What follows belongs to an exercise in optimizing a design on an open flow for a short achievable clock period and few clock cycles per item; a production flow would make more cautious choices. Only simulation tests tie the RTL to the original design; equivalence was not proved.

===== config.mk =====
export PLATFORM = sky130hd
export DESIGN_NAME = frame_ring_vertex_allocator_core
export DESIGN_NICKNAME = frame_ring_vertex_allocator_core
export VERILOG_FILES = /design/flow/design.v
export SDC_FILE = /design/flow/constraint.sdc
export NUM_CORES = 4
export LEC_CHECK = 0
export CAP_MARGIN = 20
export CORE_MARGIN = 2
export CORE_UTILIZATION = 30
export PLACE_DENSITY = 0.45
export SLEW_MARGIN = 20

===== constraint.sdc =====
create_clock -name core_clock -period 10.0 [get_ports {clk_i}]
set_input_delay 2.0000 -clock core_clock [delete_from_list [all_inputs] [get_ports {clk_i}]]
set_output_delay 2.0000 -clock core_clock [all_outputs]
set_load 0.01 [all_outputs]

===== design.v =====
`default_nettype none
package frvac_pkg;
  localparam int unsigned POS_W          = 32;   
  localparam int unsigned DVS_W          = 9;    
  localparam int unsigned CNT_W          = $clog2(POS_W);
  localparam int unsigned BSIZE_W        = 26;
  localparam int unsigned VOFF_W         = 26;
  localparam int unsigned OP_W           = 2;
  localparam int unsigned SLOT_W         = 3;
  localparam int unsigned FRM_W          = 4;
  localparam int unsigned VCNT_W         = 20;
  localparam int unsigned NEED_W         = VCNT_W + DVS_W;
  localparam int unsigned KIB_BYTES      = 1024;
  localparam int unsigned BUFFER_KIB_DEF = 32768;
  localparam int unsigned MAX_FRAMES_DEF = 8;
  typedef enum logic [OP_W-1:0] {
    OP_FRAME  = 2'd0,
    OP_LOCK   = 2'd1,
    OP_UNLOCK = 2'd2
  } op_e;
endpackage
`default_nettype wire
`default_nettype none
module frvac_div (
  input  wire logic                         clk_i,
  input  wire logic                         rst_ni,
  input  wire logic                         start_i,
  input  wire logic [frvac_pkg::POS_W-1:0]  dividend_i,
  input  wire logic [frvac_pkg::DVS_W-1:0]  divisor_i,
  output logic                              done_o,
  output logic [frvac_pkg::POS_W-1:0]       quotient_o
);
  localparam int unsigned POS_W = frvac_pkg::POS_W;
  localparam int unsigned DVS_W = frvac_pkg::DVS_W;
  localparam int unsigned CNT_W = frvac_pkg::CNT_W;
  logic             active_q, active_d;
  logic             done_q, done_d;
  logic [CNT_W-1:0] cnt_q, cnt_d;
  logic [POS_W-1:0] quo_q, quo_d;
  logic [DVS_W:0]   rem_q, rem_d;
  logic [DVS_W-1:0] dvs_q, dvs_d;
  logic [DVS_W:0]   rem_sh;
  logic             ge;
  always_comb begin
    rem_sh   = {rem_q[DVS_W-1:0], quo_q[POS_W-1]};
    ge       = (rem_sh >= {1'b0, dvs_q});
    active_d = active_q;
    done_d   = 1'b0;
    cnt_d    = cnt_q;
    quo_d    = quo_q;
    rem_d    = rem_q;
    dvs_d    = dvs_q;
    if (start_i) begin
      active_d = 1'b1;
      cnt_d    = CNT_W'(POS_W - 1);
      quo_d    = dividend_i;
      rem_d    = '0;
      dvs_d    = divisor_i;
    end else if (active_q) begin
      quo_d = {quo_q[POS_W-2:0], ge};
      rem_d = ge ? (rem_sh - {1'b0, dvs_q}) : rem_sh;
      cnt_d = cnt_q - CNT_W'(1);
      if (cnt_q == '0) begin
        active_d = 1'b0;
        done_d   = 1'b1;
      end
    end
  end
  always_ff @(posedge clk_i or negedge rst_ni) begin
    if (!rst_ni) begin
      active_q <= 1'b0;
      done_q   <= 1'b0;
      cnt_q    <= '0;
    end else begin
      active_q <= active_d;
      done_q   <= done_d;
      cnt_q    <= cnt_d;
    end
  end
  always_ff @(posedge clk_i) begin
    quo_q <= quo_d;
    rem_q <= rem_d;
    dvs_q <= dvs_d;
  end
  assign done_o     = done_q;
  assign quotient_o = quo_q;
endmodule
`default_nettype wire
`default_nettype none
module frvac_modstep #(
  parameter int unsigned SH = 4
) (
  input  wire logic [8:0]       x_i,
  input  wire logic [15:0][8:0] c_i,
  input  wire logic [15:0][3:0] l_i,
  output logic      [8:0]       y_o
);
  localparam int unsigned NJ = 1 << SH;
  logic [NJ:0]        ge;
  logic [NJ-1:0][9:0] d;
  logic [NJ-1:0][8:0] y;
  always_comb begin
    ge[NJ] = 1'b0;
    for (int j = 0; j < NJ; j++) begin
      d[j]  = {1'b0, x_i} - {1'b0, c_i[j << (4 - SH)]};
      ge[j] = ~d[j][9];
      y[j]  = 9'({d[j][8:0], l_i[j << (4 - SH)]} >> (4 - SH));
    end
    y_o = '0;
    for (int j = 0; j < NJ; j++) begin
      y_o = y_o | ({9{ge[j] & ~ge[j+1]}} & y[j]);
    end
  end
endmodule
module frvac_addmod (
  input  wire logic [8:0]  a_i,
  input  wire logic [8:0]  b_i,
  input  wire logic [10:0] ns_i,
  output logic      [8:0]  y_o
);
  logic [10:0] x, c, u;
  logic [9:0]  t;
  always_comb begin
    t   = {1'b0, a_i} + {1'b0, b_i};
    x   = {2'b0, a_i} ^ {2'b0, b_i} ^ ns_i;
    c   = {(({2'b0, a_i} & {2'b0, b_i}) | ({2'b0, a_i} & ns_i) | ({2'b0, b_i} & ns_i)), 1'b0};
    u   = x + c;
    y_o = u[10] ? t[8:0] : u[8:0];
  end
endmodule
module frvac_csa #(
  parameter int unsigned W = 14
) (
  input  wire logic [W-1:0] a_i,
  input  wire logic [W-1:0] b_i,
  input  wire logic [W-1:0] c_i,
  output logic      [W-1:0] s_o,
  output logic      [W-1:0] c_o
);
  logic [W-1:0] maj;
  assign s_o = a_i ^ b_i ^ c_i;
  assign maj = (a_i & b_i) | (a_i & c_i) | (b_i & c_i);
  assign c_o = {maj[W-2:0], 1'b0};
endmodule
module frvac_gtab (
  input  wire logic [3:0][8:0]  t_i,
  input  wire logic [10:0]      ns_i,
  output logic      [15:0][8:0] g_o
);
  logic [3:0][8:0] lo, hi;
  assign lo[0] = '0;
  assign lo[1] = t_i[0];
  assign lo[2] = t_i[1];
  assign hi[0] = '0;
  assign hi[1] = t_i[2];
  assign hi[2] = t_i[3];
  frvac_addmod u_lo (.a_i(t_i[0]), .b_i(t_i[1]), .ns_i(ns_i), .y_o(lo[3]));
  frvac_addmod u_hi (.a_i(t_i[2]), .b_i(t_i[3]), .ns_i(ns_i), .y_o(hi[3]));
  for (genvar v = 0; v < 16; v++) begin : g_v
    if (v < 4) begin : g_l
      assign g_o[v] = lo[v];
    end else if (v % 4 == 0) begin : g_h
      assign g_o[v] = hi[v / 4];
    end else begin : g_s
      frvac_addmod u_s (.a_i(lo[v % 4]), .b_i(hi[v / 4]), .ns_i(ns_i), .y_o(g_o[v]));
    end
  end
endmodule
module frvac_oh4 (
  input  wire logic [3:0]  x_i,
  output logic      [15:0] h_o
);
  always_comb begin
    for (int v = 0; v < 16; v++) h_o[v] = (x_i == 4'(v));
  end
endmodule
module frvac_hisum (
  input  wire logic [22:0]           x_i,
  input  wire logic [5:0][15:0][8:0] h_i,
  output logic      [13:0]           sum_o
);
  logic [23:0]      xe;
  logic [5:0][15:0] oh;
  logic [5:0][13:0] t;
  logic [13:0] s1a, c1a, s1b, c1b, s2, c2, s3, c3;
  assign xe = {1'b0, x_i};
  for (genvar j = 0; j < 6; j++) begin : g_j
    frvac_oh4 u_oh (.x_i(xe[4*j +: 4]), .h_o(oh[j]));
    always_comb begin
      t[j] = '0;
      for (int v = 0; v < 16; v++) t[j] = t[j] | ({14{oh[j][v]}} & 14'(h_i[j][v]));
    end
  end
  frvac_csa #(14) u_c1a (.a_i(t[0]), .b_i(t[1]), .c_i(t[2]), .s_o(s1a), .c_o(c1a));
  frvac_csa #(14) u_c1b (.a_i(t[3]), .b_i(t[4]), .c_i(t[5]), .s_o(s1b), .c_o(c1b));
  frvac_csa #(14) u_c2  (.a_i(s1a),  .b_i(c1a),  .c_i(s1b),  .s_o(s2),  .c_o(c2));
  frvac_csa #(14) u_c3  (.a_i(s2),   .b_i(c2),   .c_i(c1b),  .s_o(s3),  .c_o(c3));
  assign sum_o = s3 + c3;
endmodule
`default_nettype wire
`default_nettype none
module frvac_sum6 #(
  parameter int unsigned W = 14
) (
  input  wire logic [W-1:0] e0_i,
  input  wire logic [W-1:0] e1_i,
  input  wire logic [W-1:0] e2_i,
  input  wire logic [W-1:0] e3_i,
  input  wire logic [W-1:0] l0_i,
  input  wire logic [W-1:0] l1_i,
  output logic      [W-1:0] s_o
);
  logic [W-1:0] s1, c1, s2, c2, s3, c3, s4, c4;
  frvac_csa #(W) u_c1 (.a_i(e0_i), .b_i(e1_i), .c_i(e2_i), .s_o(s1), .c_o(c1));
  frvac_csa #(W) u_c2 (.a_i(s1),   .b_i(c1),   .c_i(e3_i), .s_o(s2), .c_o(c2));
  frvac_csa #(W) u_c3 (.a_i(s2),   .b_i(c2),   .c_i(l0_i), .s_o(s3), .c_o(c3));
  frvac_csa #(W) u_c4 (.a_i(s3),   .b_i(c3),   .c_i(l1_i), .s_o(s4), .c_o(c4));
  assign s_o = s4 + c4;
endmodule
`default_nettype wire
`default_nettype none
module frame_ring_vertex_allocator_core #(
  parameter int unsigned BUFFER_KIB           = frvac_pkg::BUFFER_KIB_DEF,
  parameter int unsigned MAX_FRAMES_IN_FLIGHT = frvac_pkg::MAX_FRAMES_DEF
) (
  input  wire logic                           clk_i,
  input  wire logic                           rst_ni,
  input  wire logic                           start,
  output logic                                busy,
  input  wire logic                           cfg_we_i,
  input  wire logic [frvac_pkg::BSIZE_W-1:0]  cfg_wdata_i,
  input  wire logic [frvac_pkg::OP_W-1:0]     op_i,
  input  wire logic [frvac_pkg::SLOT_W-1:0]   frame_slot_i,
  input  wire logic [frvac_pkg::FRM_W-1:0]    frames_in_flight_i,
  input  wire logic [frvac_pkg::VCNT_W-1:0]   vertex_count_i,
  input  wire logic [frvac_pkg::DVS_W-1:0]    stride_i,
  output logic                                done_o,
  output logic                                status_o,
  output logic [frvac_pkg::POS_W-1:0]         byte_offset_o,
  output logic [frvac_pkg::VOFF_W-1:0]        vertex_offset_o,
  output logic                                wrapped_o,
  output logic [frvac_pkg::POS_W-1:0]         discard_count_o,
  output logic [frvac_pkg::POS_W-1:0]         peak_bytes_o,
  output logic [frvac_pkg::POS_W-1:0]         frame_wraps_o,
  output logic [frvac_pkg::POS_W-1:0]         frame_calls_o
);
  localparam int unsigned POS_W     = frvac_pkg::POS_W;
  localparam int unsigned DVS_W     = frvac_pkg::DVS_W;
  localparam int unsigned BSIZE_W   = frvac_pkg::BSIZE_W;
  localparam int unsigned VOFF_W    = frvac_pkg::VOFF_W;
  localparam int unsigned OP_W      = frvac_pkg::OP_W;
  localparam int unsigned SLOT_W    = frvac_pkg::SLOT_W;
  localparam int unsigned FRM_W     = frvac_pkg::FRM_W;
  localparam int unsigned VCNT_W    = frvac_pkg::VCNT_W;
  localparam int unsigned NEED_W    = frvac_pkg::NEED_W;
  localparam int unsigned KIB_BYTES = frvac_pkg::KIB_BYTES;
  localparam logic [OP_W-1:0] OP_FRAME  = frvac_pkg::OP_FRAME;
  localparam logic [OP_W-1:0] OP_LOCK   = frvac_pkg::OP_LOCK;
  localparam logic [OP_W-1:0] OP_UNLOCK = frvac_pkg::OP_UNLOCK;
  localparam logic [BSIZE_W-1:0] BSIZE_RST = BSIZE_W'(BUFFER_KIB * KIB_BYTES);
  localparam logic [FRM_W:0]     MAX_F     = (FRM_W + 1)'(MAX_FRAMES_IN_FLIGHT);
  localparam int unsigned NV = 12;      
  localparam int unsigned NK = 10;      
  logic [BSIZE_W-1:0] bsize_q;
  logic [BSIZE_W-1:0] rdiv3_q, rdiv5_q, rdiv7_q;
  logic               busy_q;
  logic               d3_done, d5_done, d7_done;
  logic [POS_W-1:0]   d3_quo, d5_quo, d7_quo;
  frvac_div u_div3 (.clk_i(clk_i), .rst_ni(rst_ni), .start_i(cfg_we_i),
                    .dividend_i(POS_W'(cfg_wdata_i)), .divisor_i(DVS_W'(3)),
                    .done_o(d3_done), .quotient_o(d3_quo));
  frvac_div u_div5 (.clk_i(clk_i), .rst_ni(rst_ni), .start_i(cfg_we_i),
                    .dividend_i(POS_W'(cfg_wdata_i)), .divisor_i(DVS_W'(5)),
                    .done_o(d5_done), .quotient_o(d5_quo));
  frvac_div u_div7 (.clk_i(clk_i), .rst_ni(rst_ni), .start_i(cfg_we_i),
                    .dividend_i(POS_W'(cfg_wdata_i)), .divisor_i(DVS_W'(7)),
                    .done_o(d7_done), .quotient_o(d7_quo));
  always_ff @(posedge clk_i or negedge rst_ni) begin
    if (!rst_ni) begin
      bsize_q <= BSIZE_RST;
      rdiv3_q <= BSIZE_RST / 3;
      rdiv5_q <= BSIZE_RST / 5;
      rdiv7_q <= BSIZE_RST / 7;
      busy_q  <= 1'b0;
    end else begin
      if (cfg_we_i) begin
        bsize_q <= cfg_wdata_i;
        busy_q  <= 1'b1;
      end else if (d3_done) begin
        busy_q  <= 1'b0;
      end
      if (d3_done) rdiv3_q <= d3_quo[BSIZE_W-1:0];
      if (d5_done) rdiv5_q <= d5_quo[BSIZE_W-1:0];
      if (d7_done) rdiv7_q <= d7_quo[BSIZE_W-1:0];
    end
  end
  assign busy = busy_q;
  logic [NV-1:0] v_q;
  always_ff @(posedge clk_i or negedge rst_ni) begin
    if (!rst_ni) v_q <= '0;
    else         v_q <= {v_q[NV-2:0], start & ~busy_q};
  end
  logic [OP_W-1:0]    op0_q;
  logic [SLOT_W-1:0]  slot0_q;
  logic [FRM_W-1:0]   frm0_q;
  logic [VCNT_W-1:0]  cnt0_q;
  logic [DVS_W-1:0]   str0_q;
  logic [15:0][8:0]   cth0_q;      
  logic [15:0][3:0]   clw0_q;      
  always_ff @(posedge clk_i) begin
    op0_q   <= op_i;
    slot0_q <= frame_slot_i;
    frm0_q  <= frames_in_flight_i;
    cnt0_q  <= vertex_count_i;
    str0_q  <= stride_i;
    for (int j = 0; j < 16; j++) begin
      cth0_q[j] <= 9'((13'(j) * 13'(stride_i) + 13'd15) >> 4);
      clw0_q[j] <= 4'(4'd0 - 4'(4'(j) * 4'(stride_i)));
    end
  end
  logic [FRM_W:0]         f0;
  logic [BSIZE_W-1:0]     rsel0;
  logic [POS_W-1:0]       bsel0;
  logic [8:0][DVS_W-1:0]  tab0;
  logic [3:0]             tz0;
  logic [DVS_W-1:0]       odd0;
  logic [5:0]             x6_0;
  always_comb begin
    f0 = ({1'b0, frm0_q} > MAX_F) ? MAX_F : {1'b0, frm0_q};
    case (f0[3:0])
      4'd1:    rsel0 = bsize_q;
      4'd2:    rsel0 = bsize_q >> 1;
      4'd3:    rsel0 = rdiv3_q;
      4'd4:    rsel0 = bsize_q >> 2;
      4'd5:    rsel0 = rdiv5_q;
      4'd6:    rsel0 = rdiv3_q >> 1;
      4'd7:    rsel0 = rdiv7_q;
      default: rsel0 = bsize_q >> 3;
    endcase
    bsel0 = POS_W'(slot0_q) * POS_W'(rsel0);
    tz0 = 4'd0;
    for (int i = DVS_W - 1; i >= 0; i--) begin
      if (str0_q[i]) tz0 = 4'(i);
    end
    odd0 = str0_q >> tz0;
    begin
      logic [5:0] o;
      o = 6'(odd0);
      x6_0 = o * (6'd2 - o * o);
    end
  end
  assign tab0[0] = (str0_q == DVS_W'(1)) ? '0 : DVS_W'(1);
  for (genvar c = 0; c < 2; c++) begin : g_t0
    for (genvar j = 1; j <= 4; j++) begin : g_j
      frvac_modstep #(.SH(j)) u_ms (.x_i(tab0[4*c]), .c_i(cth0_q), .l_i(clw0_q), .y_o(tab0[4*c + j]));
    end
  end
  logic [OP_W-1:0]        op1_q;
  logic                   fnz1_q;
  logic [BSIZE_W-1:0]     rsel1_q;
  logic [POS_W-1:0]       bsel1_q;
  logic                   cz1_q;
  logic [DVS_W-1:0]       str1_q;
  logic [NEED_W-1:0]      need1_q;
  logic [15:0][8:0]       cth1_q;
  logic [15:0][3:0]       clw1_q;
  logic [8:0][DVS_W-1:0]  tab1_q;
  logic [3:0]             tz1_q;
  logic [DVS_W-1:0]       odd1_q;
  logic [5:0]             x6_1_q;
  always_ff @(posedge clk_i) begin
    op1_q   <= op0_q;
    fnz1_q  <= (f0 != '0);
    rsel1_q <= rsel0;
    bsel1_q <= bsel0;
    cz1_q   <= (cnt0_q == '0);
    str1_q  <= str0_q;
    need1_q <= NEED_W'(cnt0_q) * NEED_W'(str0_q);
    cth1_q  <= cth0_q;
    clw1_q  <= clw0_q;
    tab1_q  <= tab0;
    tz1_q   <= tz0;
    odd1_q  <= odd0;
    x6_1_q  <= x6_0;
  end
  logic [BSIZE_W-1:0]     rctx_q;
  logic [POS_W-1:0]       bctx_q;
  logic                   fr1;
  logic [16:0][DVS_W-1:0] tab1;
  logic [11:0]            x12_1;
  assign fr1 = v_q[1] && (op1_q == OP_FRAME) && fnz1_q;
  always_ff @(posedge clk_i or negedge rst_ni) begin
    if (!rst_ni) begin
      rctx_q <= BSIZE_RST;
      bctx_q <= '0;
    end else if (fr1) begin
      rctx_q <= rsel1_q;
      bctx_q <= bsel1_q;
    end
  end
  assign tab1[8:0] = tab1_q;
  for (genvar c = 0; c < 2; c++) begin : g_t1
    for (genvar j = 1; j <= 4; j++) begin : g_j
      frvac_modstep #(.SH(j)) u_ms (.x_i(tab1[8 + 4*c]), .c_i(cth1_q), .l_i(clw1_q), .y_o(tab1[8 + 4*c + j]));
    end
  end
  always_comb begin
    logic [11:0] e;
    e = 12'd1 - 12'(odd1_q) * 12'(x6_1_q);       
    x12_1 = {6'(x6_1_q * e[11:6]), 6'd0} + 12'(x6_1_q);
  end
  logic [OP_W-1:0]        op2_q;
  logic                   fnz2_q;
  logic                   ref2_q;
  logic [DVS_W-1:0]       str2_q;
  logic [NEED_W-1:0]      need2_q;
  logic [POS_W-1:0]       base2_q;    
  logic [POS_W-1:0]       end2_q;
  logic [15:0][8:0]       cth2_q;
  logic [15:0][3:0]       clw2_q;
  logic [16:0][DVS_W-1:0] tab2_q;
  logic [3:0]             tz2_q;
  logic [DVS_W-1:0]       odd2_q;
  logic [11:0]            x12_2_q;
  always_ff @(posedge clk_i) begin
    op2_q   <= op1_q;
    fnz2_q  <= fnz1_q;
    ref2_q  <= cz1_q || (str1_q == '0) || (POS_W'(need1_q) > POS_W'(rctx_q));
    str2_q  <= str1_q;
    need2_q <= need1_q;
    base2_q <= (op1_q == OP_FRAME) ? bsel1_q : bctx_q;
    end2_q  <= bctx_q + POS_W'(rctx_q);
    cth2_q  <= cth1_q;
    clw2_q  <= clw1_q;
    tab2_q  <= tab1;
    tz2_q   <= tz1_q;
    odd2_q  <= odd1_q;
    x12_2_q <= x12_1;
  end
  logic [24:0][DVS_W-1:0] tab2;
  assign tab2[16:0] = tab2_q;
  for (genvar c = 0; c < 2; c++) begin : g_t2
    for (genvar j = 1; j <= 4; j++) begin : g_j
      frvac_modstep #(.SH(j)) u_ms (.x_i(tab2[16 + 4*c]), .c_i(cth2_q), .l_i(clw2_q), .y_o(tab2[16 + 4*c + j]));
    end
  end
  logic [OP_W-1:0]        op3_q;
  logic                   fnz3_q;
  logic                   ref3_q;
  logic [DVS_W-1:0]       str3_q;
  logic [NEED_W-1:0]      need3_q;
  logic [POS_W-1:0]       base3_q;
  logic [POS_W-1:0]       end3_q;
  logic [15:0][8:0]       cth3_q;
  logic [15:0][3:0]       clw3_q;
  logic [24:0][DVS_W-1:0] tab3_q;
  logic [3:0]             tz3_q;
  logic [DVS_W-1:0]       odd3_q;
  logic [11:0]            x12_3_q;
  logic [11:0]            e24_3_q;
  always_ff @(posedge clk_i) begin
    op3_q   <= op2_q;
    fnz3_q  <= fnz2_q;
    ref3_q  <= ref2_q;
    str3_q  <= str2_q;
    need3_q <= need2_q;
    base3_q <= base2_q;
    end3_q  <= end2_q;
    cth3_q  <= cth2_q;
    clw3_q  <= clw2_q;
    tab3_q  <= tab2;
    tz3_q   <= tz2_q;
    odd3_q  <= odd2_q;
    x12_3_q <= x12_2_q;
    e24_3_q <= 12'((24'd1 - 24'(odd2_q) * 24'(x12_2_q)) >> 12);
  end
  logic [32:0][DVS_W-1:0] tab3;
  assign tab3[24:0] = tab3_q;
  for (genvar c = 0; c < 2; c++) begin : g_t3
    for (genvar j = 1; j <= 4; j++) begin : g_j
      frvac_modstep #(.SH(j)) u_ms (.x_i(tab3[24 + 4*c]), .c_i(cth3_q), .l_i(clw3_q), .y_o(tab3[24 + 4*c + j]));
    end
  end
  logic [OP_W-1:0]        op4_q;
  logic                   fnz4_q;
  logic                   ref4_q;
  logic [DVS_W-1:0]       str4_q;
  logic [10:0]            ns4_q;      
  logic [NEED_W-1:0]      need4_q;
  logic [POS_W-1:0]       base4_q;
  logic [POS_W-1:0]       end4_q;
  logic [31:0][DVS_W-1:0] tab4_q;
  logic [3:0]             tz4_q;
  logic [DVS_W-1:0]       odd4_q;
  logic [23:0]            x24_4_q;
  always_ff @(posedge clk_i) begin
    op4_q   <= op3_q;
    fnz4_q  <= fnz3_q;
    ref4_q  <= ref3_q;
    str4_q  <= str3_q;
    ns4_q   <= 11'd0 - 11'(str3_q);
    need4_q <= need3_q;
    base4_q <= base3_q;
    end4_q  <= end3_q;
    tab4_q  <= tab3[31:0];
    tz4_q   <= tz3_q;
    odd4_q  <= odd3_q;
    x24_4_q <= {12'(x12_3_q * e24_3_q), 12'd0} + 24'(x12_3_q);
  end
  logic [1:0][15:0][DVS_W-1:0] lo4;     
  logic [5:0][15:0][DVS_W-1:0] hi4;     
  logic [35:0][DVS_W-1:0]      tabx4;
  assign tabx4 = {36'd0, tab4_q};       
  for (genvar j = 0; j < 2; j++) begin : g_lo
    frvac_gtab u_g (.t_i(tabx4[4*j +: 4]), .ns_i(ns4_q), .g_o(lo4[j]));
  end
  for (genvar j = 0; j < 6; j++) begin : g_hi
    frvac_gtab u_g (.t_i(tabx4[9 + 4*j +: 4]), .ns_i(ns4_q), .g_o(hi4[j]));
  end
  logic [OP_W-1:0]              op5_q;
  logic                         fnz5_q;
  logic                         ref5_q;
  logic [DVS_W-1:0]             str5_q;
  logic [NEED_W-1:0]            need5_q;
  logic [POS_W-1:0]             base5_q;
  logic [POS_W-1:0]             end5_q;
  logic [1:0][15:0][DVS_W-1:0]  lo5_q;
  logic [DVS_W-1:0]             t8_5_q;
  logic [5:0][15:0][DVS_W-1:0]  hi5_q;
  logic [3:0]                   tz5_q;
  logic [DVS_W-1:0]             odd5_q;
  logic [23:0]                  x24_5_q;
  always_ff @(posedge clk_i) begin
    op5_q   <= op4_q;
    fnz5_q  <= fnz4_q;
    ref5_q  <= ref4_q;
    str5_q  <= str4_q;
    need5_q <= need4_q;
    base5_q <= base4_q;
    end5_q  <= end4_q;
    lo5_q   <= lo4;
    t8_5_q  <= tab4_q[8];
    hi5_q   <= hi4;
    tz5_q   <= tz4_q;
    odd5_q  <= odd4_q;
    x24_5_q <= x24_4_q;
  end
  logic [13:0] bhs5;
  logic [13:0] bsum5;
  frvac_hisum u_bhs (.x_i(base5_q[31:9]), .h_i(hi5_q), .sum_o(bhs5));
  always_comb begin
    logic [13:0] b0, b1, b2;
    b0 = '0;
    b1 = '0;
    for (int v = 0; v < 16; v++) begin
      if (base5_q[3:0] == 4'(v)) b0 = 14'(lo5_q[0][v]);
      if (base5_q[7:4] == 4'(v)) b1 = 14'(lo5_q[1][v]);
    end
    b2 = base5_q[8] ? 14'(t8_5_q) : '0;
    bsum5 = bhs5 + b0 + b1 + b2;
  end
  logic [OP_W-1:0]              op6_q;
  logic                         fnz6_q;
  logic                         ref6_q;
  logic [DVS_W-1:0]             str6_q;
  logic [NEED_W-1:0]            need6_q;
  logic [POS_W-1:0]             base6_q;
  logic [POS_W-1:0]             end6_q;
  logic [NK-1:0][13:0]          mul6_q;
  logic [1:0][15:0][DVS_W-1:0]  lo6_q;
  logic [DVS_W-1:0]             t8_6_q;
  logic [5:0][15:0][DVS_W-1:0]  hi6_q;
  logic [13:0]                  bsum6_q;
  logic [3:0]                   tz6_q;
  logic [DVS_W-1:0]             odd6_q;
  logic [23:0]                  x24_6_q;
  always_ff @(posedge clk_i) begin
    op6_q   <= op5_q;
    fnz6_q  <= fnz5_q;
    ref6_q  <= ref5_q;
    str6_q  <= str5_q;
    need6_q <= need5_q;
    base6_q <= base5_q;
    end6_q  <= end5_q;
    for (int k = 0; k < NK; k++) mul6_q[k] <= 14'(k) * 14'(str5_q);
    lo6_q   <= lo5_q;
    t8_6_q  <= t8_5_q;
    hi6_q   <= hi5_q;
    bsum6_q <= bsum5;
    tz6_q   <= tz5_q;
    odd6_q  <= odd5_q;
    x24_6_q <= x24_5_q;
  end
  logic [POS_W-1:0]    upb6;
  logic [NK-1:0][14:0] bd6;
  logic [NK:0]         bnn6;
  logic [DVS_W-1:0]    bpad6;
  logic [25:0]         inv6;
  always_comb begin
    bnn6[0] = 1'b0;
    for (int k = 0; k < NK; k++) begin
      bd6[k]    = {1'b0, mul6_q[k]} - {1'b0, bsum6_q};
      bnn6[k+1] = ~bd6[k][14];
    end
    bpad6 = '0;
    for (int k = 0; k < NK; k++) bpad6 = bpad6 | ({DVS_W{bnn6[k+1] & ~bnn6[k]}} & bd6[k][8:0]);
    upb6 = base6_q + POS_W'(bpad6);
  end
  always_comb begin
    logic [1:0] e;
    e = 2'((26'd1 - 26'(odd6_q) * 26'(x24_6_q)) >> 24);
    inv6 = {2'(x24_6_q[1:0] * e), 24'd0} + 26'(x24_6_q);
  end
  logic                         lk7_q, ul7_q, fr7_q;
  logic [OP_W-1:0]              op7_q;
  logic                         ref7_q;
  logic [NEED_W-1:0]            need7_q;
  logic [POS_W-1:0]             base7_q;
  logic [POS_W-1:0]             upb7_q;
  logic [POS_W-1:0]             end7_q;
  logic [POS_W-1:0]             nb7_q;      
  logic [POS_W-1:0]             thr7_q;     
  logic                         nge7_q;     
  logic [33:0]                  en7_q;      
  logic [33:0]                  nu7_q;      
  logic [33:0]                  eu7_q;      
  logic [1:0][15:0][DVS_W-1:0]  lo7_q;
  logic [DVS_W-1:0]             t8_7_q;
  logic [NK-1:0][13:0]          mp7_q;      
  logic [3:0]                   tz7_q;
  logic [25:0]                  inv7_q;
  always_ff @(posedge clk_i) begin
    lk7_q   <= (op6_q == OP_LOCK) && !ref6_q;
    ul7_q   <= (op6_q == OP_UNLOCK);
    fr7_q   <= (op6_q == OP_FRAME) && fnz6_q;
    op7_q   <= op6_q;
    ref7_q  <= ref6_q;
    need7_q <= need6_q;
    base7_q <= base6_q;
    upb7_q  <= upb6;
    end7_q  <= end6_q;
    nb7_q   <= POS_W'(need6_q) - base6_q;
    thr7_q  <= POS_W'(0) - POS_W'(str6_q);
    nge7_q  <= POS_W'(need6_q) > end6_q;
    en7_q   <= {2'b0, end6_q} - 34'(need6_q);
    nu7_q   <= {2'b01, {POS_W{1'b0}}} - 34'(need6_q);
    eu7_q   <= {2'b0, end6_q} + {2'b01, {POS_W{1'b0}}} - 34'(need6_q);
    lo7_q   <= lo6_q;
    t8_7_q  <= t8_6_q;
    for (int k = 0; k < NK; k++) mp7_q[k] <= mul6_q[k] + 14'd4;
    tz7_q   <= tz6_q;
    inv7_q  <= inv6;
  end
  logic [POS_W-1:0]      pos_q;
  logic [1:0][15:0]      poh_q;        
  logic [13:0]           shi_q;        
  logic                  ovf;
  logic [POS_W-1:0]      xn;           
  logic [22:0]           ph1;
  logic                  xc;
  logic [33:0]           ta, ua, ub, ta0, ta1, ua0, ua1, ub0, ub1;
  logic                  u_never, a_always, a_never, b_never;
  logic [NK-1:0][13:0]   fk;
  logic [13:0]           t0, t1;
  logic [NK-1:0][13:0]   ks, kc, d;
  logic [NK:0]           nn;
  logic [NK-1:0]         psel;
  logic [NK-1:0]         pn_wrap;
  logic [NK-1:0][POS_W-1:0] pn;
  logic [NK-1:0][13:0]   shn;
  logic [13:0]           s_ph, s_ph1, s_upb, s_xn, s_base;
  logic [POS_W-1:0]      pnew, pos_d;
  logic [13:0]           shnew, shi_d;
  logic                  wrap;
  logic [1:0][15:0]      poh_d;
  frvac_hisum u_hs_ph   (.x_i(pos_q[31:9]),   .h_i(hi6_q), .sum_o(s_ph));
  frvac_hisum u_hs_ph1  (.x_i(ph1),           .h_i(hi6_q), .sum_o(s_ph1));
  frvac_hisum u_hs_upb  (.x_i(upb7_q[31:9]),  .h_i(hi6_q), .sum_o(s_upb));
  frvac_hisum u_hs_xn   (.x_i(xn[31:9]),      .h_i(hi6_q), .sum_o(s_xn));
  frvac_hisum u_hs_base (.x_i(base7_q[31:9]), .h_i(hi6_q), .sum_o(s_base));
  always_comb begin
    ovf = pos_q > thr7_q;                        
    {xc, xn} = {1'b0, pos_q} + (POS_W + 1)'(need7_q);
    ph1 = pos_q[31:9] + 23'd1;
    ta0 = en7_q - {2'b0, pos_q};
    ta1 = en7_q + {2'b01, {POS_W{1'b0}}} - {2'b0, pos_q};
    ua0 = nu7_q - {2'b0, pos_q};
    ua1 = nu7_q + {2'b01, {POS_W{1'b0}}} - {2'b0, pos_q};
    ub0 = eu7_q - {2'b0, pos_q};
    ub1 = eu7_q + {2'b01, {POS_W{1'b0}}} - {2'b0, pos_q};
    ta  = xc ? ta1 : ta0;
    ua  = xc ? ua1 : ua0;
    ub  = xc ? ub1 : ub0;
    u_never  = xc ? (ua1 > 34'd511) : (ua0 > 34'd511);
    a_always = xc ? ta1[33] : ta0[33];
    a_never  = xc ? (!ta1[33] && (ta1 > 34'd510)) : (!ta0[33] && (ta0 > 34'd510));
    b_never  = xc ? (ub1 > 34'd510) : (ub0 > 34'd510);
    for (int k = 0; k < NK; k++) begin
      fk[k] = mp7_q[k] + ~shi_q + ~(pos_q[8] ? 14'(t8_7_q) : 14'd0);
    end
    t0 = '0;
    t1 = '0;
    for (int v = 0; v < 16; v++) begin
      t0 = t0 | ({14{poh_q[0][v]}} & 14'(lo7_q[0][v]));
      t1 = t1 | ({14{poh_q[1][v]}} & 14'(lo7_q[1][v]));
    end
    for (int k = 0; k < NK; k++) begin
      ks[k] = fk[k] ^ ~t0 ^ ~t1;
      kc[k] = {((fk[k] & ~t0) | (fk[k] & ~t1) | (~t0 & ~t1)), 1'b0};
      d[k]  = ks[k] + kc[k];
    end
    nn[0] = 1'b0;
    for (int k = 0; k < NK; k++) nn[k+1] = ~d[k][13];
    for (int k = 0; k < NK; k++) psel[k] = nn[k+1] & ~nn[k];
    for (int k = 0; k < NK; k++) begin
      logic [9:0]  plo;
      logic        cx, w;
      plo = {1'b0, pos_q[8:0]} + {1'b0, d[k][8:0]};
      cx  = !u_never && ({1'b0, d[k][8:0]} >= ua[9:0]);
      if (ovf)     w = nge7_q;
      else if (cx) w = !b_never && ({1'b0, d[k][8:0]} > ub[9:0]);
      else         w = a_always || (!a_never && ({1'b0, d[k][8:0]} > ta[9:0]));
      pn_wrap[k] = w;
      pn[k]  = w   ? upb7_q :
               ovf ? '0 :
               {plo[9] ? ph1 : pos_q[31:9], plo[8:0]};
      shn[k] = w   ? s_upb :
               ovf ? 14'd0 :
               plo[9] ? s_ph1 : s_ph;
    end
    pnew  = '0;
    shnew = '0;
    wrap  = 1'b0;
    for (int k = 0; k < NK; k++) begin
      pnew  = pnew  | ({POS_W{psel[k]}} & pn[k]);
      shnew = shnew | ({14{psel[k]}} & shn[k]);
      wrap  = wrap  | (psel[k] & pn_wrap[k]);
    end
    if (v_q[7] && lk7_q) begin
      pos_d = pnew;
      shi_d = shnew;
    end else if (v_q[7] && ul7_q) begin
      pos_d = xn;
      shi_d = s_xn;
    end else if (v_q[7] && fr7_q) begin
      pos_d = base7_q;
      shi_d = s_base;
    end else begin
      pos_d = pos_q;
      shi_d = s_ph;
    end
  end
  frvac_oh4 u_oh0 (.x_i(pos_d[3:0]), .h_o(poh_d[0]));
  frvac_oh4 u_oh1 (.x_i(pos_d[7:4]), .h_o(poh_d[1]));
  always_ff @(posedge clk_i or negedge rst_ni) begin
    if (!rst_ni) begin
      pos_q <= '0;
      poh_q <= {2{16'h0001}};
      shi_q <= '0;
    end else begin
      pos_q <= pos_d;
      poh_q <= poh_d;
      shi_q <= shi_d;
    end
  end
  logic [OP_W-1:0]    op8_q;
  logic               lk8_q, ref8_q, wrap8_q;
  logic [POS_W-1:0]   p8_q, nb8_q;
  logic [3:0]         tz8_q;
  logic [25:0]        inv8_q;
  always_ff @(posedge clk_i) begin
    op8_q   <= op7_q;
    lk8_q   <= lk7_q;
    ref8_q  <= ref7_q;
    wrap8_q <= wrap;
    p8_q    <= pnew;
    nb8_q   <= nb7_q;
    tz8_q   <= tz7_q;
    inv8_q  <= inv7_q;
  end
  logic [POS_W-1:0] disc_q, peak_q, fwrap_q, fcall_q;
  logic             fr8;
  logic [POS_W-1:0] use8;
  logic [POS_W-1:0] peak_n, fwrap_n, fcall_n, disc_n;
  assign fr8  = v_q[8] && (op8_q == OP_FRAME);
  assign use8 = p8_q + nb8_q;
  always_comb begin
    peak_n  = peak_q;
    fwrap_n = fwrap_q;
    fcall_n = fcall_q;
    disc_n  = disc_q;
    if (v_q[8] && lk8_q) begin
      peak_n  = (use8 > peak_q) ? use8 : peak_q;
      fcall_n = fcall_q + POS_W'(1);
      if (wrap8_q) begin
        fwrap_n = fwrap_q + POS_W'(1);
        disc_n  = disc_q + POS_W'(1);
      end
    end
  end
  always_ff @(posedge clk_i or negedge rst_ni) begin
    if (!rst_ni) begin
      disc_q  <= '0;
      peak_q  <= '0;
      fwrap_q <= '0;
      fcall_q <= '0;
    end else if (fr8) begin
      peak_q  <= '0;
      fwrap_q <= '0;
      fcall_q <= '0;
    end else begin
      disc_q  <= disc_n;
      peak_q  <= peak_n;
      fwrap_q <= fwrap_n;
      fcall_q <= fcall_n;
    end
  end
  logic               st9_q, lk9_q, wrap9_q;
  logic [POS_W-1:0]   p9_q, disc9_q, peak9_q, fwrap9_q, fcall9_q;
  logic [25:0]        pt9_q;
  logic [25:0]        inv9_q;
  always_ff @(posedge clk_i) begin
    st9_q    <= (op8_q == OP_LOCK) && ref8_q;
    lk9_q    <= lk8_q;
    wrap9_q  <= wrap8_q;
    p9_q     <= p8_q;
    pt9_q    <= 26'(p8_q >> tz8_q);
    inv9_q   <= inv8_q;
    disc9_q  <= disc_n;
    peak9_q  <= peak_n;
    fwrap9_q <= fwrap_n;
    fcall9_q <= fcall_n;
  end
  logic               st10_q, lk10_q, wrap10_q;
  logic [POS_W-1:0]   p10_q, disc10_q, peak10_q, fwrap10_q, fcall10_q;
  logic [25:0]        pp0_10_q;
  logic [16:0]        pp1_10_q;
  logic [7:0]         pp2_10_q;
  always_ff @(posedge clk_i) begin
    st10_q    <= st9_q;
    lk10_q    <= lk9_q;
    wrap10_q  <= wrap9_q;
    p10_q     <= p9_q;
    disc10_q  <= disc9_q;
    peak10_q  <= peak9_q;
    fwrap10_q <= fwrap9_q;
    fcall10_q <= fcall9_q;
    pp0_10_q  <= 26'(pt9_q * 26'(inv9_q[8:0]));
    pp1_10_q  <= 17'(pt9_q[16:0] * 17'(inv9_q[17:9]));
    pp2_10_q  <= 8'(pt9_q[7:0] * inv9_q[25:18]);
  end
  logic               res_status_q, res_wrapped_q;
  logic [POS_W-1:0]   res_boff_q, res_disc_q, res_peak_q, res_fwrap_q, res_fcall_q;
  logic [VOFF_W-1:0]  res_voff_q;
  always_ff @(posedge clk_i) begin
    res_status_q  <= st10_q;
    res_wrapped_q <= lk10_q && wrap10_q;
    res_boff_q    <= lk10_q ? p10_q : '0;
    res_voff_q    <= lk10_q ? (pp0_10_q + {pp1_10_q, 9'd0} + {pp2_10_q, 18'd0}) : '0;
    res_disc_q    <= disc10_q;
    res_peak_q    <= peak10_q;
    res_fwrap_q   <= fwrap10_q;
    res_fcall_q   <= fcall10_q;
  end
  assign done_o          = v_q[NV-1];
  assign status_o        = res_status_q;
  assign byte_offset_o   = res_boff_q;
  assign vertex_offset_o = res_voff_q;
  assign wrapped_o       = res_wrapped_q;
  assign discard_count_o = res_disc_q;
  assign peak_bytes_o    = res_peak_q;
  assign frame_wraps_o   = res_fwrap_q;
  assign frame_calls_o   = res_fcall_q;
endmodule
`default_nettype wire

===== run.sh =====
#!/bin/bash
# synth_recipe.tcl (not shown) runs the flow's synth.tcl, then flattens the netlist and writes it again
# the make line also repeats each setting of config.mk as NAME=value (left out here)
make -C /OpenROAD-flow-scripts/flow DESIGN_CONFIG=/design/flow/config.mk WORK_HOME=/design/flow/orfs CLKGATE_MAP_FILE= SYNTH_SCRIPT=/design/flow/synth_recipe.tcl finish

==> results.txt <==
status finished clean; slack of the critical path 0.339 ns; CP startpoint pos_q[8]; fin nets 46300; commonest non-fill, non-tap cell in the layout dfxtp_1; CTS Buf Count 708; Initial Utilization a little under a third; initial antenna violation count 233; worst-margin pin slew around 1.3 ns; WP data arrival 10.75 ns; CP max stage delay between 0.7 and 0.8 ns; filler instances 125000; final setup skew approximately 0.15 ns; vias in the first global route ~300k; Worst EP required roughly 11 ns; clock latency (worst-skew pair) between 1 and 1.5 ns; min-delay src fcall9_q[27]; final hold vios 0; syn_area_per_cell slightly below 10 sq um; Fmax achieved 104 MHz; post-synthesis instance area between 300000 and 400000 sq um; hold crit path type reg2reg; warning count from the yosys run 9; minimum clock period approximately 9.7 ns; crit path capture type flip-flop; R2R Path Start pos_q[8]; DP HPWL between 1500000 and 2000000 um; TritonRoute pass-1 iters 10; post-layout util a little over a third; CTS root buffer clkbuf_16; Die Ht between 1000 and 1500 um; clock slew at reported path FFs 0.06 ns; Crit-path slowest cell nor4_4; crit-path max FO 24; Final ANT Viol Nets 0; Seq cells post-synth ~6000; first-pass GRT wire length ~2600000 um; CTS Sinks 6006; layout cell share with drive strength beyond 1 9.64%; Slew headroom about 15%; Area Overhead vs Synth 15.8%; setup bufs post-CTS 0; WL final ~1900000 um; Core Area around 1200000 sq um; number of vias in the routed layout 308000; Distinct cells, synth roughly 130; gr ovfl total 0; Setup TNS 0 ns; Port Buf Inserts about 260; Synth Instances about 39000; CP startpoint kind flip-flop; total global-route track usage 29.4%; Crit Path Category reg2reg; RD Place Congestion 1.02; max-cap violations 0; DR WL/cell roughly 33 um; most frequent cells in the layout dfxtp_1, inv_1, ha_1, a21oi_1, nand2_1; CTS tree yes; async set-reset flop share out of synthesis approximately 6.6%; die area ~1200000 sq um; final number of setup-violating endpoints 0; DRC errors left 0; Main synth FF type dfxtp_1; RSZ-0062 raised after global routing no; largest net degree at the start of global routing 133; period utilization a little over nine tenths; pre-CTS setup slack 0.501 ns; CTS HTree Levels 6; Post-synth EDFFs between 70 and 80; io pins between 200 and 300; vias per cell between 5 and 6; Die W 1120 um; CTS Buffer Depth 5; worst hold slack 0.257 ns; Seq/Total Area, Yosys 33.1%; Slew Limit Fails 0; DR iter-0 viols approximately 31000; Site Rows roughly 410
==> layer usage <==
metal	up-vias	share of wire (%)	GRT usage, %
met4	52	6.9	16.8
met2	12600	43	45.5
li1	137000	-	-
met1	155000	43	38.9
met5	-	0.019	0
met3	3344	6.6	5.04
==> per-stage QoR <==
stage	std cells	instance area, sq um
6_report	57300	430000
5_1_grt	57300	430000
4_1_cts	57200	429000
3_5_place_dp	55900	404000
3_3_place_gp	55900	404000
2_1_floorplan	38600	371000
==> cell usage after synthesis, types with 462 or more instances <==
master | instances | area [sq um]
a21o_1 | 911 | 6840
a21oi_1 | 2492 | 12500
a22oi_1 | 717 | 5380
and2_1 | 779 | 4870
clkbuf_1 | 929 | 3490
dfxtp_1 | 5533 | 111000
fa_1 | 2132 | 42700
ha_1 | 3891 | 48700
inv_1 | 4358 | 16400
mux2_2 | 552 | 6220
mux2i_1 | 528 | 5290
nand2_1 | 2455 | 9220
nand2b_1 | 462 | 2890
nand3_1 | 634 | 3170
nor2_1 | 1939 | 7280
nor2b_1 | 501 | 3130
o21ai_0 | 1650 | 8260
o21bai_1 | 665 | 4990
xnor2_1 | 1851 | 16200
xor2_1 | 704 | 6170
==> area by class of cell <==
class	instances	area [sq um]	area share [%]
diodes	174	435	0.101
repair buffers	1940	15700	3.65
multi-input cells	27100	229000	53.1
clock buffers	922	19900	4.62
well taps	16400	20500	4.77
clock inverters	389	5270	1.23
flip-flops and latches	6006	123000	28.6
inverters	4385	16500	3.83
==> final timing paths <==
path                                      end  slack, ns  cells after the start
worst max-delay path                pos_q[18]       0.34                     33
worst min-delay path            fcall10_q[27]       0.26                      0
worst max register to register      pos_q[18]       0.34                     33
worst min register to register  fcall10_q[27]       0.26                      0
max in group asynchronous       u_div7.done_q       6.92                      3
min in group asynchronous            poh_q[6]       0.85                      1
==> kinds of logic after synthesis <==
| family | Yosys count | share of synthesized area (%) |
|---|---|---|
| compound gates | 9263 | 16.5 |
| fa+ha+maj | 6023 | 24.6 |
| flops | 6006 | 33.1 |
| buf+inv | 5482 | 5.55 |
| xor+xnor | 2555 | 6.03 |
| mux | 1181 | 3.70 |
| other cells | 2 | 0.00202 |
| simple gates | 8085 | 10.4 |
==> critical path, delay by kind of cell, from the launching register on <==
family                     cells  cell delay (ns)
and+or+nand+nor               11             2.37
AOI/OAI and AO/OA             12             3.09
DFF                            1             0.36
buffers and inverters          4             1.06
adders and majority gates      6             2.55
==> repair_timing <==
item | 4_1_cts | 5_1_grt
endpoints found under the setup margin | 0 | 1
hold buffers | 0 | 0
gates resized for setup | 0 | 1
==> registers in the layout (all words and copies together), names as in the netlist, 41 cells and up <==
signal and flops:
cth0_q 123, cth1_q 123, cth2_q 123, cth3_q 123
hi5_q 738, hi6_q 738, lo5_q 262, lo6_q 262
lo7_q 262, mp7_q 89, mul6_q 41, tab1_q 73
tab2_q 145, tab3_q 217, tab4_q 280
Testbench counts, summed over its fixed seeds: cycles 3,113, items 3,017.

what the ideal ports hide:
No port has a modelled driver above. Below, the same layout with a new extraction and two added sets of constraints. Step 1 assumes that a clkbuf_16 drives the clock port and a buf_2 every other input. Step 2 moves the port delays by t, midway between the first and last clock arrival at a register: inputs arrive t later, outputs are due t later. That takes back most of the time a late clock gives input paths. Three values: no drivers, after step 1, after step 2; two values: the first two.
t, ns: 1.366
setup WS [ns]: 0.339 / 0.339 / 0.339
hold slack, ns: 0.257 / 0.257 / 0.257
After both steps setup and hold are still met in this run. The setup slack of this run moves by 0.000 ns with the drivers and by 0.000 ns with both steps.
